This design comes from an exercise in tuning for small area, a short achievable clock period and few clock cycles per item on the open sky130 flow, not from production work.
Only simulation tests tie the RTL to the original design; equivalence was not proved.
Power figures rest on the tool's default switching activity, not on a simulated workload.

## flow/config.mk

```make
export PLATFORM = sky130hd
export DESIGN_NAME = scalar_warp_core
export DESIGN_NICKNAME = scalar_warp_core
export VERILOG_FILES = /design/flow/design.v
export SDC_FILE = /design/flow/constraint.sdc
export NUM_CORES = 4
export LEC_CHECK = 0
export CAP_MARGIN = 20
export CORE_MARGIN = 2
export CORE_UTILIZATION = 25
export GPL_ROUTABILITY_DRIVEN = 1
export PLACE_DENSITY = 0.35
export SLEW_MARGIN = 20
```

## flow/constraint.sdc

```tcl
create_clock -name core_clock -period 14.0 [get_ports {clk}]
set_input_delay 2.8000 -clock core_clock [delete_from_list [all_inputs] [get_ports {clk}]]
set_output_delay 2.8000 -clock core_clock [all_outputs]
set_load 0.01 [all_outputs]
```

## flow/design.v

```verilog
`timescale 1ns/10ps
package warp_types_pkg;
    localparam int DATA_WIDTH = 32;
    localparam int REG_ADDR_WIDTH = 5;
    localparam int PC_WIDTH = 8;
    localparam int CREDIT_WIDTH = 2;
    localparam int SHAMT_WIDTH = 5;
    localparam int NUM_REGS = 32;
    localparam int ZERO_REG = 0;
    localparam int EXEC_MASK_REG = 31;
    localparam int INSTR_CREDITS = 2;
    localparam int RESULT_CREDITS = 2;
    typedef logic [DATA_WIDTH-1:0] data_t;
    typedef logic [REG_ADDR_WIDTH-1:0] reg_addr_t;
    typedef logic [PC_WIDTH-1:0] pc_t;
    typedef logic [CREDIT_WIDTH-1:0] credit_t;
endpackage
`timescale 1ns/10ps
package isa_pkg;
    localparam int INSTR_WIDTH = 32;
    localparam int OPCODE_MSB = 31;
    localparam int OPCODE_LSB = 28;
    localparam int RD_MSB = 27;
    localparam int RD_LSB = 23;
    localparam int RS1_MSB = 22;
    localparam int RS1_LSB = 18;
    localparam int RS2_MSB = 17;
    localparam int RS2_LSB = 13;
    localparam int IMM_MSB = 12;
    localparam int IMM_LSB = 0;
    localparam int IMM_WIDTH = IMM_MSB - IMM_LSB + 1;
    typedef logic [INSTR_WIDTH-1:0] instr_t;
    typedef enum logic [3:0] {
        OP_NOP  = 4'd0,
        OP_ADD  = 4'd1,
        OP_SUB  = 4'd2,
        OP_AND  = 4'd3,
        OP_OR   = 4'd4,
        OP_XOR  = 4'd5,
        OP_SLL  = 4'd6,
        OP_SRL  = 4'd7,
        OP_ADDI = 4'd8,
        OP_LI   = 4'd9,
        OP_LINK = 4'd10
    } opcode_t;
    typedef enum logic [2:0] {
        ALU_ADD = 3'd0,
        ALU_SUB = 3'd1,
        ALU_AND = 3'd2,
        ALU_OR  = 3'd3,
        ALU_XOR = 3'd4,
        ALU_SLL = 3'd5,
        ALU_SRL = 3'd6
    } alu_op_t;
    typedef enum logic [1:0] {
        ALU_OUT   = 2'd0,
        IMMEDIATE = 2'd1,
        PC_PLUS_1 = 2'd2
    } reg_input_mux_t;
    typedef enum logic [1:0] {
        WARP_IDLE    = 2'd0,
        WARP_REQUEST = 2'd1,
        WARP_UPDATE  = 2'd2
    } warp_state_t;
endpackage
`timescale 1ns/10ps
`timescale 1ns/10ps
module scalar_alu
(
    input  logic [5:0]  op,
    input  logic [31:0] a,
    input  logic [31:0] b,
    output logic [31:0] y
);
    logic [31:0] sum;
    logic        is_arith;
    assign sum = op[5] ? (a - b) : (a + b);
    assign is_arith = ~(op[4] | op[3] | op[2] | op[1] | op[0]);
    assign y = ({32{is_arith}} & sum)
             | ({32{op[4]}} & (a << b[4:0]))
             | ({32{op[3]}} & (a >> b[4:0]))
             | ({32{op[2]}} & (a & b))
             | ({32{op[1]}} & (a | b))
             | ({32{op[0]}} & (a ^ b));
endmodule
`timescale 1ns/10ps
module scalar_reg_file
(
    input  logic        clk,
    input  logic        reset,
    input  logic        wr_en,
    input  logic [4:0]  wr_addr,
    input  logic [31:0] wr_data,
    input  logic [4:0]  rs1,
    input  logic [4:0]  rs2,
    output logic [31:0] rd1,
    output logic [31:0] rd2,
    output logic [31:0] mask
);
    logic [31:0] regs [32];
    logic [31:0] vld;
    logic [31:0] r31;
    assign regs[0]  = 32'd0;
    assign regs[31] = r31;
    assign mask = r31;
    genvar i;
    generate
        for (i = 1; i < 31; i++) begin : g_reg
            logic [31:0] r;
            always_ff @(posedge clk) begin
                if (wr_en && wr_addr == 5'(i)) r <= wr_data;
            end
            assign regs[i] = r;
        end
    endgenerate
    always_ff @(posedge clk) begin
        if (reset) r31 <= '1;
        else if (wr_en && wr_addr == 5'd31) r31 <= wr_data;
    end
    logic [30:1] v;
    always_ff @(posedge clk) begin
        if (reset) v <= '0;
        else if (wr_en && wr_addr != 5'd31 && wr_addr != 5'd0) v[wr_addr] <= 1'b1;
    end
    assign vld = {1'b1, v, 1'b0};
    assign rd1 = regs[rs1] & {32{vld[rs1]}};
    assign rd2 = regs[rs2] & {32{vld[rs2]}};
endmodule
`timescale 1ns/10ps
`timescale 1ns/10ps
module scalar_warp_core
(
    input  logic      clk,
    input  logic      reset,
    input  logic      instr_valid,
    input  isa_pkg::instr_t    instr,
    input  logic      result_credit,
    output logic      instr_credit,
    output logic      result_valid,
    output warp_types_pkg::reg_addr_t result_rd,
    output warp_types_pkg::data_t     result_data,
    output warp_types_pkg::data_t     warp_execution_mask
);
    logic [31:0] q0, q1;
    logic        occ0, occ1;
    logic        wr_ptr, rd_ptr;
    logic        o_v;
    logic [4:0]  o_rd;
    logic        o_we;
    logic [31:0] o_d;
    logic        has_credit;
    logic [1:0]  credits;
    logic        e_v;
    logic [4:0]  e_rd;
    logic        e_we;
    logic [31:0] e_a, e_b;
    logic        e_fwd_a, e_fwd_b;
    logic [5:0]  e_op;
    logic [7:0]  pc;
    logic        stall, send, d_go;
    logic [31:0] head;
    logic        head_v;
    assign send  = o_v & has_credit;
    assign stall = o_v & ~has_credit;
    assign head   = rd_ptr ? q1 : q0;
    assign head_v = rd_ptr ? occ1 : occ0;
    assign d_go   = head_v & ~stall;
    assign instr_credit = d_go;
    assign result_valid = send;
    assign result_rd    = o_rd;
    assign result_data  = o_d;
    always_ff @(posedge clk) begin
        if (!occ0) q0 <= instr;
        if (!occ1) q1 <= instr;
    end
    always_ff @(posedge clk) begin
        if (reset) begin
            occ0 <= 1'b0;
            occ1 <= 1'b0;
            wr_ptr <= 1'b0;
            rd_ptr <= 1'b0;
        end else begin
            if (instr_valid) wr_ptr <= ~wr_ptr;
            if (d_go) rd_ptr <= ~rd_ptr;
            occ0 <= (occ0 & ~(d_go & ~rd_ptr)) | (instr_valid & ~wr_ptr);
            occ1 <= (occ1 & ~(d_go & rd_ptr)) | (instr_valid & wr_ptr);
        end
    end
    logic [3:0]  opc;
    logic [4:0]  rd, rs1, rs2;
    logic [31:0] imm;
    logic        is_r, is_addi, is_li, is_link, is_valid;
    assign opc = head[31:28];
    assign rd  = head[27:23];
    assign rs1 = head[22:18];
    assign rs2 = head[17:13];
    assign imm = {{19{head[12]}}, head[12:0]};
    assign is_r     = (opc >= 4'd1) && (opc <= 4'd7);
    assign is_addi  = (opc == 4'd8);
    assign is_li    = (opc == 4'd9);
    assign is_link  = (opc == 4'd10);
    assign is_valid = is_r | is_addi | is_li | is_link;
    logic [31:0] ra, rb;
    logic        wr_en;
    assign wr_en = send & o_we;
    scalar_reg_file i_rf (
        .clk        (clk),
        .reset      (reset),
        .wr_en      (wr_en),
        .wr_addr    (o_rd),
        .wr_data    (o_d),
        .rs1        (rs1),
        .rs2        (rs2),
        .rd1        (ra),
        .rd2        (rb),
        .mask       (warp_execution_mask)
    );
    logic [31:0] ra_b, rb_b;
    logic        use_a, use_b;
    assign use_a = is_r | is_addi;
    assign use_b = is_r;
    assign ra_b = (o_v & o_we & (o_rd == rs1)) ? o_d : ra;
    assign rb_b = (o_v & o_we & (o_rd == rs2)) ? o_d : rb;
    logic [8:0] link_val;
    assign link_val = {1'b0, pc} + 9'd1;
    logic [5:0] d_op;
    always_comb begin
        d_op = 6'b000000;
        if (is_r) begin
            case (opc[2:0])
                3'd2: d_op = 6'b100000;
                3'd3: d_op = 6'b000100;
                3'd4: d_op = 6'b000010;
                3'd5: d_op = 6'b000001;
                3'd6: d_op = 6'b010000;
                3'd7: d_op = 6'b001000;
                default: d_op = 6'b000000;
            endcase
        end
    end
    always_ff @(posedge clk) begin
        if (reset) begin
            e_v <= 1'b0;
            o_v <= 1'b0;
            pc <= 8'd0;
            credits <= 2'd2;
            has_credit <= 1'b1;
        end else begin
            if (!stall) begin
                e_v <= head_v;
                o_v <= e_v;
            end
            if (d_go) pc <= pc + 8'd1;
            credits <= credits + {1'b0, result_credit} - {1'b0, send};
            has_credit <= (credits + {1'b0, result_credit} - {1'b0, send}) != 2'd0;
        end
    end
    logic [31:0] alu_out;
    always_ff @(posedge clk) begin
        if (!stall) begin
            e_rd <= is_valid ? rd : 5'd0;
            e_we <= is_valid & (rd != 5'd0);
            e_op <= d_op;
            e_fwd_a <= use_a & e_v & e_we & (e_rd == rs1);
            e_fwd_b <= use_b & e_v & e_we & (e_rd == rs2);
            e_a <= use_a ? ra_b : 32'd0;
            e_b <= use_b ? rb_b : (is_addi | is_li) ? imm : is_link ? {23'd0, link_val} : 32'd0;
            o_rd <= e_rd;
            o_we <= e_we;
            o_d <= alu_out;
        end
    end
    logic [31:0] opa, opb;
    assign opa = e_fwd_a ? o_d : e_a;
    assign opb = e_fwd_b ? o_d : e_b;
    scalar_alu i_alu (
        .op   (e_op),
        .a    (opa),
        .b    (opb),
        .y    (alu_out)
    );
endmodule
```

## flow/run.sh

```bash
#!/bin/bash
# synth_recipe.tcl (not shown) runs the flow's synth.tcl, then flattens the netlist and writes it again
# the make line also repeats each setting of config.mk as NAME=value (left out here)
make -C /OpenROAD-flow-scripts/flow DESIGN_CONFIG=/design/flow/config.mk WORK_HOME=/design/flow/orfs CLKGATE_MAP_FILE= SYNTH_SCRIPT=/design/flow/synth_recipe.tcl finish
```

==> results_dict.tcl <==
set metrics [dict create \
    final_cells 8411 \
    reg2reg_slack_ps 7100 \
    total_power_mw 11.5 \
    fmax_mhz 145 \
    dr_wl_met3_um 45500 \
    grt_pass1_wl_um 514000 \
    skew_ps 39.0 \
    postCtsHoldBufs 0 \
    tns_ps 0 \
    die_h_um 496 \
    numCtsBuffers 150 \
    io_pins 107 \
    combPwrFrac_pct 26.1 \
    synth.area.top_cells "edfxtp_1, a22oi_1, mux2i_1" \
    hp-class "reg -> reg" \
    path_class "reg -> reg" \
    setup_ws_ps 7100 \
    grt_max_degree 69 \
    yosysSeqAreaShare_pct 59.1 \
    status "timing/DRC/antenna clean" \
    p_leak_nw 23.8 \
    yosysUniqueCellTypes 97 \
    grt_overflow_total 0 \
    timing.final.crit_share_pct 49.3 \
    placed_cells 8125 \
    netlist_instances 4924 \
    synth.top_cell.area_share_pct 56.5 \
    tritoncts "yes" \
    tightestPinTransition_ps 1260 \
    routed_via_density 6.41 \
    drt_iter0_markers 9037 \
    drv_cap 0 \
    syn_area_um2 60600 \
    slew_violations 0 \
    synth.largest_area_cell "edfxtp_1" \
    grt_pass1_vias 51200 \
    cp.required_ps 14580 \
    netSwitchingFraction_pct 35.4 \
    setup_viol 0 \
    pwr-share-clk_pct 34.3 \
    syn_to_final_growth_pct 18.7 \
    post-cts-setup-buffers 0 \
    synth_edf_count 1140 \
    r2r_end "o_d[26]$_DFFE_PN_" \
    syn_area_per_cell_um2 12.3 \
    clockRootBuffer "clkbuf_16" \
    yosys_warnings 3 \
    seqCellArea_um2 35800 \
    ir_drop_mv 0.0836 \
    track_usage_pct 31.4 \
    place.gp.congestion 0.916 \
    core_area_um2 241000 \
    crit_fanout 49 \
    cp-start-kind "register" \
    first_pass_iters 7 \
    clkSinkCount 1219 \
    synth_seq_cells 1219 \
    synth_most_common_cell "edfxtp_1" \
    die_x_um 496 \
    ant_nets 0 \
    drive_gt1_share_pct 13.2 \
    port-buffer-count 106 \
    rsz0062_at_grt "false" \
    clock_path_buffers 3 \
    clock_latency_ps 850 \
    r2r-start "e_fwd_b$_DFFE_PN_" \
    routedWlPerCell_um 47.3 \
    crit_path_end_kind "register" \
    synth_nets 5073 \
    maxSlewHeadroom_pct 16.0 \
    finalHoldViolCount 0 \
    dr.max_layer_used "met5" \
    initial_utilization_pct 25.2 \
    place_ws_ps 7120 \
    switchingPower_mw 4.07 \
    dp.final_hpwl_um 247000 \
    fin_crit_ps 6900 \
    internal_power_mw 7.41 \
    multi_input_area_um2 23800 \
    post_cts_resized 0 \
    nNetsFinal 5243 \
    power_density_nw_per_um2 160 \
    wl_met1_um 153000 \
    drc_errors 0 \
    cts.clk_slew.worst_paths_ps 60 \
    die_area_um2 246000 \
    synthArstFlopShare_pct 0 \
    fillers 24400 \
    worstPathArrival_ps 7490 \
    whs_path_depth 2 \
    rows 180 \
    seq_power_share_pct 39.6 \
    antenna_found_initial 34 \
    routed_wirelength_um 397000 \
    h-tree-depth 4 \
    cp-startpoint "e_fwd_b$_DFFE_PN_" \
    synthFlopType "edfxtp_1" \
    yosys-top-cells-count "edfxtp_1, a22oi_1, nor2_1, nand2_1, mux2i_1" \
    reg2regPathDepth 19 \
    wl_met2_um 170000 \
    endpoint "o_d[26]$_DFFE_PN_" \
    vias 53900 \
]
[cell usage in the layout, fill, tap and decap left out, drive strengths merged, types with 42 or more instances in the layout]
cell           instances
dfxtp                 79
nor2b                 46
a31oi                 49
a22oi                507
nor2                 291
buf                  261
inv                   97
clkbuf               194
a211o                 42
clkinv                58
o22ai                 47
clkdlybuf4s50        105
xnor2                 66
nand3                214
a22o                 164
o21ai                115
nor3                  74
a21oi                229
nand4                108
ha                   112
a221oi               173
mux2i                247
edfxtp              1140
nand2                269
[area by class of cell]
| class | instances | share of cell area, % |
|---|---|---|
| Antenna cell | 11 | 0.0383 |
| Sequential cell | 1219 | 49.8 |
| Clock inverter | 79 | 1.05 |
| Tap cell | 3185 | 5.54 |
| Inverter | 89 | 0.471 |
| Multi-Input combinational cell | 3268 | 33.1 |
| Clock buffer | 194 | 5.66 |
| Timing Repair Buffer | 366 | 4.32 |
[state kept, by name, indices dropped and copies added (netlist names), 6 cells and up]
register / cells
i_rf.g.r: 960
q1: 32
e_a: 32
o_d: 32
pc: 8
i_rf.v: 30
q0: 32
i_rf.r31: 32
e_op: 6
e_b: 32
[cells by family (layout without fill, tap and decap cells)]
group                      after synthesis  count (layout)  synth area share (%)
and+or+nand+nor                       1171            1171                  9.51
DFF                                   1219            1219                  59.1
muxes                                  281             281                  4.90
xor gates and xnor gates                91              91                  1.31
adders and majority gates              113             113                  2.34
buffers and inverters                  437             728                  3.07
AOI/OAI and AO/OA                     1612            1612                  19.8
other                                    0              11                     0
[how the worst min path moves through the flow]
stage / to / startpoint
floorplan: o_we$_DFFE_PN_ / e_we$_DFFE_PN_
global placement: i_rf.v[30]$_SDFFE_PP0P_ / i_rf.v[30]$_SDFFE_PP0P_
detailed placement: i_rf.v[30]$_SDFFE_PP0P_ / i_rf.v[30]$_SDFFE_PP0P_
CTS: i_rf.v[30]$_SDFFE_PP0P_ / i_rf.v[30]$_SDFFE_PP0P_
global route: o_we$_DFFE_PN_ / e_we$_DFFE_PN_
finish: i_rf.v[30]$_SDFFE_PP0P_ / i_rf.v[30]$_SDFFE_PP0P_
[metrics by stage]
step                      hold WS (ps)  instance area [um2]  utilization [%]
after floorplan                    427                60600                -
after global placement             459                67000             27.8
after detailed placement           466                67000             27.8
after CTS                          480                71800             29.8
after global routing               511                71900             29.9
final                              483                71900             29.9
[power by group through the flow]
stage	Clock [mW]	Sequential, mW	Combinational [mW]
floorplan	0	4.80	1.13
global placement	0	4.62	2.89
detailed placement	0	4.62	2.87
CTS	3.98	4.54	2.87
global route	4.11	4.55	3.05
finish	3.94	4.54	2.99
[layer usage]
layer  global-route usage (%)  vias up
met5                        0        -
met4                     18.6       24
met3                     9.45     1303
met2                     47.0     4448
met1                     39.8    27700
li1                         -    20400
[worst max-delay path: stages, from the launching register on]
cell and delay, ps:
edfxtp_1 320, buf_4 520, mux2i_4 320, buf_4 570, ha_1 370, o21ai_0 180, or2_2 340, nor3_1 670
and2_1 350, a21oi_1 120, xnor2_1 180, ha_1 420, and4_1 280, nand3_1 110, nor2_1 40, a2111oi_0 290
o31ai_1 220, a311oi_1 850, xnor2_1 130, a211o_1 310
Testbench counts, summed over its fixed seeds: cycles 3,224, items 3,200.

-- what the ideal ports hide --
Ports are ideal in the flow. The routed layout listed here was re-timed in OpenROAD. Step 1, drivers: a clkbuf_16 drives clk and a buf_2 each remaining input, both assumed. Step 2, shift: input delay + t, output delay - t, t = (earliest + latest rising clock arrival at the registers) / 2. This alone moves slack from input paths to output paths. a / b / c = no drivers / after step 1 / after step 2; a / b = the first two.
t, ns: 0.932
setup WS [ns]: 7.099 / 7.099 / 7.099
clock arrival spread, ns: 0.044 / 0.045
After both steps setup and hold are still met in this run. For this run, drivers alone change the setup slack by 0.000 ns; drivers and shift together by 0.000 ns.
